From an optimization exercise on the open Yosys and OpenROAD flow, aimed at small area, a short achievable clock period and few clock cycles per item; shortcuts taken in it are not production practice. Function was checked by simulation only, so behaviour that the tests miss may differ from the original.

==> flow/design.v <==
package spq_pkg;
    localparam int ValueW  = 16;
    localparam int WeightW = 24;
    localparam int SlotW   = 1 + ValueW + WeightW;
    localparam logic       CMD_ENQ  = 1'b0;
    localparam logic       CMD_DEQ  = 1'b1;
    localparam logic [1:0] ST_OK    = 2'd0;
    localparam logic [1:0] ST_EMPTY = 2'd1;
    localparam logic [1:0] ST_FULL  = 2'd2;
endpackage
module spq_cell (
    input  logic                        i_clk,
    input  logic                        i_rst_n,
    input  logic                        i_load,        
    input  logic                        i_set,         
    input  logic                        i_write,       
    input  logic                        i_clear,       
    input  logic                        i_inc,         
    input  logic                        i_dec,         
    input  logic [3:0]                  i_rank,        
    input  logic [spq_pkg::SlotW-2:0]   i_new,         
    input  logic [spq_pkg::WeightW-1:0] i_new_wt_n,    
    output logic                        o_valid,
    output logic [3:0]                  o_rank,
    output logic [spq_pkg::SlotW-2:0]   o_data,
    output logic                        o_gt,          
    output logic                        o_ge           
);
    localparam int WtW = spq_pkg::WeightW;
    function automatic logic [1:0] cmp_node(input logic [1:0] hi, input logic [1:0] lo);
        cmp_node = {hi[1] | (hi[0] & lo[1]), hi[0] & lo[0]};
    endfunction
    function automatic logic [1:0] cmp_w(input logic [WtW-1:0] a, input logic [WtW-1:0] nb);
        logic [WtW-1:0]   g0, p0;
        logic [WtW/2-1:0] g1, p1;
        logic [WtW/4-1:0] g2, p2;
        logic [WtW/8-1:0] g3, p3;
        logic [1:0]       r;
        g0 = a & nb;
        p0 = a | nb;
        for (int i = 0; i < WtW/2; i++) {g1[i], p1[i]} = cmp_node({g0[2*i+1], p0[2*i+1]}, {g0[2*i], p0[2*i]});
        for (int i = 0; i < WtW/4; i++) {g2[i], p2[i]} = cmp_node({g1[2*i+1], p1[2*i+1]}, {g1[2*i], p1[2*i]});
        for (int i = 0; i < WtW/8; i++) {g3[i], p3[i]} = cmp_node({g2[2*i+1], p2[2*i+1]}, {g2[2*i], p2[2*i]});
        r = cmp_node({g3[2], p3[2]}, cmp_node({g3[1], p3[1]}, {g3[0], p3[0]}));
        cmp_w = {r[1], r[1] | r[0]};
    endfunction
    assign {o_gt, o_ge} = cmp_w(o_data[WtW-1:0], i_new_wt_n);
    always_ff @(posedge i_clk) begin
        if (!i_rst_n) begin
            o_valid <= 1'b0;
        end else if (i_set) begin
            o_valid <= 1'b1;
        end else if (i_clear) begin
            o_valid <= 1'b0;
        end
    end
    always_ff @(posedge i_clk) begin
        if (i_load) begin
            o_data <= i_new;
        end
    end
    logic [3:0] w_rank;
    assign w_rank = i_write ? i_rank : o_rank;
    always_ff @(posedge i_clk) begin
        if (i_inc) begin
            o_rank <= w_rank + 4'd1;
        end else if (i_dec) begin
            o_rank <= w_rank - 4'd1;
        end else if (i_write) begin
            o_rank <= i_rank;
        end
    end
endmodule
module sorted_priority_queue #(
    parameter int DEPTH = 16
) (
    input  logic        i_clk,
    input  logic        i_rst_n,
    input  logic        s_axis_tvalid,
    output logic        s_axis_tready,
    input  logic [39:0] s_axis_tdata,   
    input  logic [0:0]  s_axis_tuser,   
    output logic        m_axis_tvalid,
    input  logic        m_axis_tready,
    output logic [23:0] m_axis_tdata,   
    output logic [1:0]  m_axis_tuser    
);
    localparam int ValW  = spq_pkg::ValueW;
    localparam int WtW   = spq_pkg::WeightW;
    localparam int SlotW = spq_pkg::SlotW;
    localparam int CntW  = $clog2(DEPTH + 1);
    localparam int RkW   = 4;
    logic [DEPTH-1:0]                w_valid;
    logic [DEPTH-1:0][RkW-1:0]       w_rank;
    logic [DEPTH-1:0][SlotW-2:0]     w_data;      
    logic [DEPTH-1:0]                w_head;      
    logic [DEPTH-1:0]                w_second;    
    logic [DEPTH-1:0]                w_third;     
    logic [DEPTH-1:0]                r_head;      
    logic [DEPTH-1:0]                r_second;    
    logic [DEPTH-1:0]                w_second_nx;
    logic [DEPTH-1:0]                w_first_a;   
    logic [DEPTH-1:0]                w_first_b;   
    logic [DEPTH-1:0]                r_pf;        
    logic [DEPTH-1:0]                w_valid_nx;  
    logic [DEPTH-1:0]                w_head_nx;   
    logic [RkW-1:0]                  w_pos;       
    logic              r_p_ee;                    
    logic              r_p_de;                    
    logic [DEPTH-1:0]  r_p_c;                     
    logic [1:0]        r_p_z;                     
    logic              w_p_h0;                    
    logic [CntW-1:0]   r_count;                   
    logic [CntW-1:0]   w_count_n;
    logic              r_out_valid;
    logic [ValW-1:0]   r_out_value;
    logic [1:0]        r_out_status;
    logic              r_out_empty;
    logic [CntW-1:0]   r_out_count;
    logic [ValW-1:0]   w_head_val;
    logic [DEPTH-1:0]  w_head_old;                
    logic [ValW-1:0]   r_p_val;                   
    logic [1:0]        w_status;
    logic              w_accept;
    logic              w_cmd_deq;
    logic              w_full, w_empty;
    logic [WtW-1:0]    w_wt;
    logic [DEPTH-1:0]  w_gt, w_ge;                
    logic [DEPTH-1:0]  w_c_nx;
    assign w_wt      = s_axis_tdata[39:16];
    assign w_cmd_deq = (s_axis_tuser[0] == spq_pkg::CMD_DEQ);
    for (genvar j = 0; j < DEPTH; j++) begin : g_nx
        assign w_valid_nx[j] = (r_p_ee && r_pf[j]) || (w_valid[j] && !(r_p_de && w_head[j]));
        always_comb begin
            if (r_p_ee)      w_head_nx[j] = w_p_h0 ? r_pf[j] : w_head[j];
            else if (r_p_de) w_head_nx[j] = w_second[j];
            else             w_head_nx[j] = w_head[j];
        end
        assign w_c_nx[j] = w_valid_nx[j] && (w_head_nx[j] ? !w_gt[j] : !w_ge[j]);
    end
    assign s_axis_tready = i_rst_n && (!r_out_valid || m_axis_tready);
    assign w_accept      = s_axis_tvalid && s_axis_tready;
    assign w_full        = (r_count == CntW'(DEPTH));
    assign w_empty       = (r_count == '0);
    always_comb begin
        w_count_n = r_count;
        w_status  = spq_pkg::ST_OK;
        if (!w_cmd_deq) begin
            if (w_full) w_status  = spq_pkg::ST_FULL;
            else        w_count_n = r_count + CntW'(1);
        end else begin
            if (w_empty) w_status  = spq_pkg::ST_EMPTY;
            else         w_count_n = r_count - CntW'(1);
        end
    end
    always_ff @(posedge i_clk) begin
        if (!i_rst_n) begin
            r_p_ee      <= 1'b0;
            r_p_de      <= 1'b0;
            r_count     <= '0;
            r_out_valid <= 1'b0;
        end else begin
            r_p_ee <= w_accept && !w_cmd_deq && !w_full;
            r_p_de <= w_accept &&  w_cmd_deq && !w_empty;
            if (w_accept) begin
                r_count     <= w_count_n;
                r_out_valid <= 1'b1;
            end else if (m_axis_tready) begin
                r_out_valid <= 1'b0;
            end
        end
    end
    always_comb begin
        if (r_p_ee) begin
            if (w_p_h0)                               w_second_nx = w_head;
            else if ((r_p_c & w_second) == '0)        w_second_nx = r_pf;
            else                                      w_second_nx = w_second;
        end else if (r_p_de) begin
            w_second_nx = w_third;
        end else begin
            w_second_nx = w_second;
        end
    end
    always_ff @(posedge i_clk) begin
        if (!i_rst_n) begin
            r_head   <= '0;
            r_second <= '0;
        end else begin
            r_head   <= w_head_nx;
            r_second <= w_second_nx;
        end
    end
    assign w_head   = r_head;
    assign w_second = r_second;
    always_ff @(posedge i_clk) begin
        r_p_c <= w_c_nx;
        r_p_z <= {w_c_nx[15:8] == '0, w_c_nx[7:0] == '0};
    end
    assign w_p_h0 = &r_p_z;
    always_ff @(posedge i_clk) begin
        if (r_p_ee)           r_pf <= w_first_b;
        else if (|w_first_a)  r_pf <= w_first_a;
        else                  r_pf <= w_head;
    end
    assign w_head_old = r_p_de ? w_second : w_head;
    always_comb begin
        w_head_val = '0;
        for (int j = 0; j < DEPTH; j++)
            w_head_val = w_head_val | (w_data[j][SlotW-2:WtW] & {ValW{w_head_old[j]}});
        if (r_p_ee && w_p_h0) w_head_val = r_p_val;
    end
    always_ff @(posedge i_clk) begin
        r_p_val <= s_axis_tdata[15:0];
    end
    always_ff @(posedge i_clk) begin
        if (w_accept) begin
            r_out_value  <= (w_cmd_deq && !w_empty) ? w_head_val : '0;
            r_out_status <= w_status;
            r_out_empty  <= (w_count_n == '0);
            r_out_count  <= w_count_n;
        end
    end
    assign m_axis_tvalid = r_out_valid;
    assign m_axis_tdata  = {2'b00, r_out_count, r_out_empty, r_out_value};
    assign m_axis_tuser  = r_out_status;
    function automatic logic [3:0] count8(input logic [7:0] v);
        logic [7:0] t, o;
        t = v;
        for (int p = 1; p < 8; p = p * 2)
            for (int k = p; k >= 1; k = k / 2)
                for (int j = k % p; j + k < 8; j = j + 2 * k)
                    for (int i = 0; i < k; i++)
                        if (i + j + k < 8 && ((i + j) / (p * 2)) == ((i + j + k) / (p * 2))) begin
                            o = t;
                            o[i+j]   = t[i+j] | t[i+j+k];
                            o[i+j+k] = t[i+j] & t[i+j+k];
                            t = o;
                        end
        count8 = {t[7], t[3] & !t[7], (t[1] & !t[3]) | (t[5] & !t[7]),
                  (t[0] & !t[1]) | (t[2] & !t[3]) | (t[4] & !t[5]) | (t[6] & !t[7])};
    endfunction
    logic [DEPTH-1:0]  r_pd_f;                    
    logic [3:0]        r_pd_lo, r_pd_hi;          
    logic              r_pd_h2;                   
    always_ff @(posedge i_clk) begin
        if (!i_rst_n) begin
            r_pd_f <= '0;
        end else begin
            r_pd_f <= r_p_ee ? r_pf : '0;
        end
    end
    always_ff @(posedge i_clk) begin
        r_pd_lo <= count8(r_p_c[7:0]);
        r_pd_hi <= count8(r_p_c[15:8]);
        r_pd_h2 <= ((r_p_c & w_second) != '0) && ((r_p_c & ~(w_head | w_second)) == '0);
    end
    assign w_pos = r_pd_lo + r_pd_hi;
    for (genvar j = 0; j < DEPTH; j++) begin : g_sel
        assign w_third[j]  = w_valid[j] && (r_pd_f[j] ? r_pd_h2 : (w_rank[j] == RkW'(2)));
        if (j == 0) begin : g_first
            assign w_first_a[j] = !w_valid[j];
            assign w_first_b[j] = !w_valid[j] && !r_pf[j];
        end else begin : g_rest
            assign w_first_a[j] = !w_valid[j] && (&w_valid[j-1:0]);
            assign w_first_b[j] = !w_valid[j] && !r_pf[j] && (&(w_valid[j-1:0] | r_pf[j-1:0]));
        end
    end
    for (genvar j = 0; j < DEPTH; j++) begin : g_cell
        spq_cell u_cell (
            .i_clk   (i_clk),
            .i_rst_n (i_rst_n),
            .i_load  (!w_valid_nx[j]),
            .i_set   (r_p_ee && r_pf[j]),
            .i_write (r_pd_f[j]),
            .i_clear (r_p_de && w_head[j]),
            .i_inc   (r_p_ee && !r_p_c[j]),
            .i_dec   (r_p_de),
            .i_rank  (w_pos),
            .i_new   ({s_axis_tdata[15:0], w_wt}),
            .i_new_wt_n (~w_wt),
            .o_gt    (w_gt[j]),
            .o_ge    (w_ge[j]),
            .o_valid (w_valid[j]),
            .o_rank  (w_rank[j]),
            .o_data  (w_data[j])
        );
    end
endmodule
Settings: LEC_CHECK=0, CAP_MARGIN=20, CORE_MARGIN=2, CORE_UTILIZATION=55, CTS_BUF_LIST=sky130_fd_sc_hd__clkbuf_8, CTS_CLUSTER_SIZE=20, SETUP_SLACK_MARGIN=1.9, SLEW_MARGIN=20, SYNTH_HIERARCHICAL=1; clock period 4.4 ns.
standard.sh (not shown) runs the stock make flow with config.mk's settings and CLKGATE_MAP_FILE= SYNTH_SCRIPT=/design/flow/synth_recipe.tcl, a recipe that flattens the netlist after the stock synthesis.
==> flow/flow/run.sh <==
#!/bin/bash
# Standard layout, with the port buffers that buffer_ports inserts made
# plain buf_4 cells instead of the library's delay buffers, so that paths
# from the inputs and to the outputs are not slowed by them. ORFS writes
# each step's full log under orfs/logs; make's own output goes to make.log.
set -euo pipefail
bash standard.sh "BUFFER_PORTS_ARGS=-buffer_cell sky130_fd_sc_hd__buf_4" finish > make.log 2>&1
Testbench counts at the start, summed over its fixed seeds: cycles 16,008, items 16,000.
Change:
--- a/flow/design.v
+++ b/flow/design.v
@@ -21,12 +21,13 @@
     input  logic [spq_pkg::SlotW-2:0]   i_new,         
     input  logic [spq_pkg::WeightW-1:0] i_new_wt_n,    
     output logic                        o_valid,
     output logic [3:0]                  o_rank,
     output logic [spq_pkg::SlotW-2:0]   o_data,
-    output logic                        o_gt,          
-    output logic                        o_ge           
+    input  logic                        i_valid_nx,    
+    input  logic                        i_head_nx,     
+    output logic                        o_front        
 );
     localparam int WtW = spq_pkg::WeightW;
     function automatic logic [1:0] cmp_node(input logic [1:0] hi, input logic [1:0] lo);
         cmp_node = {hi[1] | (hi[0] & lo[1]), hi[0] & lo[0]};
     endfunction
@@ -42,11 +43,13 @@
         for (int i = 0; i < WtW/4; i++) {g2[i], p2[i]} = cmp_node({g1[2*i+1], p1[2*i+1]}, {g1[2*i], p1[2*i]});
         for (int i = 0; i < WtW/8; i++) {g3[i], p3[i]} = cmp_node({g2[2*i+1], p2[2*i+1]}, {g2[2*i], p2[2*i]});
         r = cmp_node({g3[2], p3[2]}, cmp_node({g3[1], p3[1]}, {g3[0], p3[0]}));
         cmp_w = {r[1], r[1] | r[0]};
     endfunction
-    assign {o_gt, o_ge} = cmp_w(o_data[WtW-1:0], i_new_wt_n);
+    logic w_gt, w_ge;
+    assign {w_gt, w_ge} = cmp_w(o_data[WtW-1:0], i_new_wt_n);
+    assign o_front = i_valid_nx && (i_head_nx ? !w_gt : !w_ge);
     always_ff @(posedge i_clk) begin
         if (!i_rst_n) begin
             o_valid <= 1'b0;
         end else if (i_set) begin
             o_valid <= 1'b1;
@@ -123,22 +126,20 @@
     logic [1:0]        w_status;
     logic              w_accept;
     logic              w_cmd_deq;
     logic              w_full, w_empty;
     logic [WtW-1:0]    w_wt;
-    logic [DEPTH-1:0]  w_gt, w_ge;                
     logic [DEPTH-1:0]  w_c_nx;
     assign w_wt      = s_axis_tdata[39:16];
     assign w_cmd_deq = (s_axis_tuser[0] == spq_pkg::CMD_DEQ);
     for (genvar j = 0; j < DEPTH; j++) begin : g_nx
         assign w_valid_nx[j] = (r_p_ee && r_pf[j]) || (w_valid[j] && !(r_p_de && w_head[j]));
         always_comb begin
             if (r_p_ee)      w_head_nx[j] = w_p_h0 ? r_pf[j] : w_head[j];
             else if (r_p_de) w_head_nx[j] = w_second[j];
             else             w_head_nx[j] = w_head[j];
         end
-        assign w_c_nx[j] = w_valid_nx[j] && (w_head_nx[j] ? !w_gt[j] : !w_ge[j]);
     end
     assign s_axis_tready = i_rst_n && (!r_out_valid || m_axis_tready);
     assign w_accept      = s_axis_tvalid && s_axis_tready;
     assign w_full        = (r_count == CntW'(DEPTH));
     assign w_empty       = (r_count == '0);
@@ -276,12 +277,13 @@
             .i_inc   (r_p_ee && !r_p_c[j]),
             .i_dec   (r_p_de),
             .i_rank  (w_pos),
             .i_new   ({s_axis_tdata[15:0], w_wt}),
             .i_new_wt_n (~w_wt),
-            .o_gt    (w_gt[j]),
-            .o_ge    (w_ge[j]),
+            .i_valid_nx (w_valid_nx[j]),
+            .i_head_nx  (w_head_nx[j]),
+            .o_front    (w_c_nx[j]),
             .o_valid (w_valid[j]),
             .o_rank  (w_rank[j]),
             .o_data  (w_data[j])
         );
     end
Result: The new run passed the timing, DRC and antenna checks; design area shrinks by 2.7%; cell count fell by 3.4%; routed wire length increases by 1.9%; setup slack loses 340 ps; die area goes down by 1.0%; core utilization drops by 1.4 points; hold slack gets better by 4.5 ps; sequential share of layout area increases by 1.5 points; area after synthesis is lower by 1.0%.
Testbench counts after the change, summed over its fixed seeds: cycles 16,008, items 16,000.

[what the ideal ports hide]
No port has a modelled driver above. Below, the same layouts with a new extraction and two added sets of constraints.
Step 1 (the two cells are an assumption about what drives the block):
set clk [get_ports {i_clk}]
set_driving_cell -lib_cell sky130_fd_sc_hd__clkbuf_16 $clk
set_driving_cell -lib_cell sky130_fd_sc_hd__buf_2 [delete_from_list [all_inputs] $clk]
Step 2, shift: input delay + t, output delay - t, t = (earliest + latest rising clock arrival at the registers) / 2. This alone moves slack from input paths to output paths.
a / b / c = ideal / step 1 / step 2; a / b = the first two.
run | t, ns | slack for setup (ns) | worst setup path after step 2 | worst data-port slew with drivers (ns) | pins driven straight from the clock port
the first run | 0.862 | 1.837 / 1.837 / 1.002 | input to register | 0.09 | 1
the second run | 0.856 | 1.496 / 1.496 / 0.690 | input to register | 0.08 | 1
After both steps setup and hold are still met in every run listed. For the first run, which loses most, drivers alone change the setup slack by 0.000 ns; drivers and shift together by -0.835 ns.
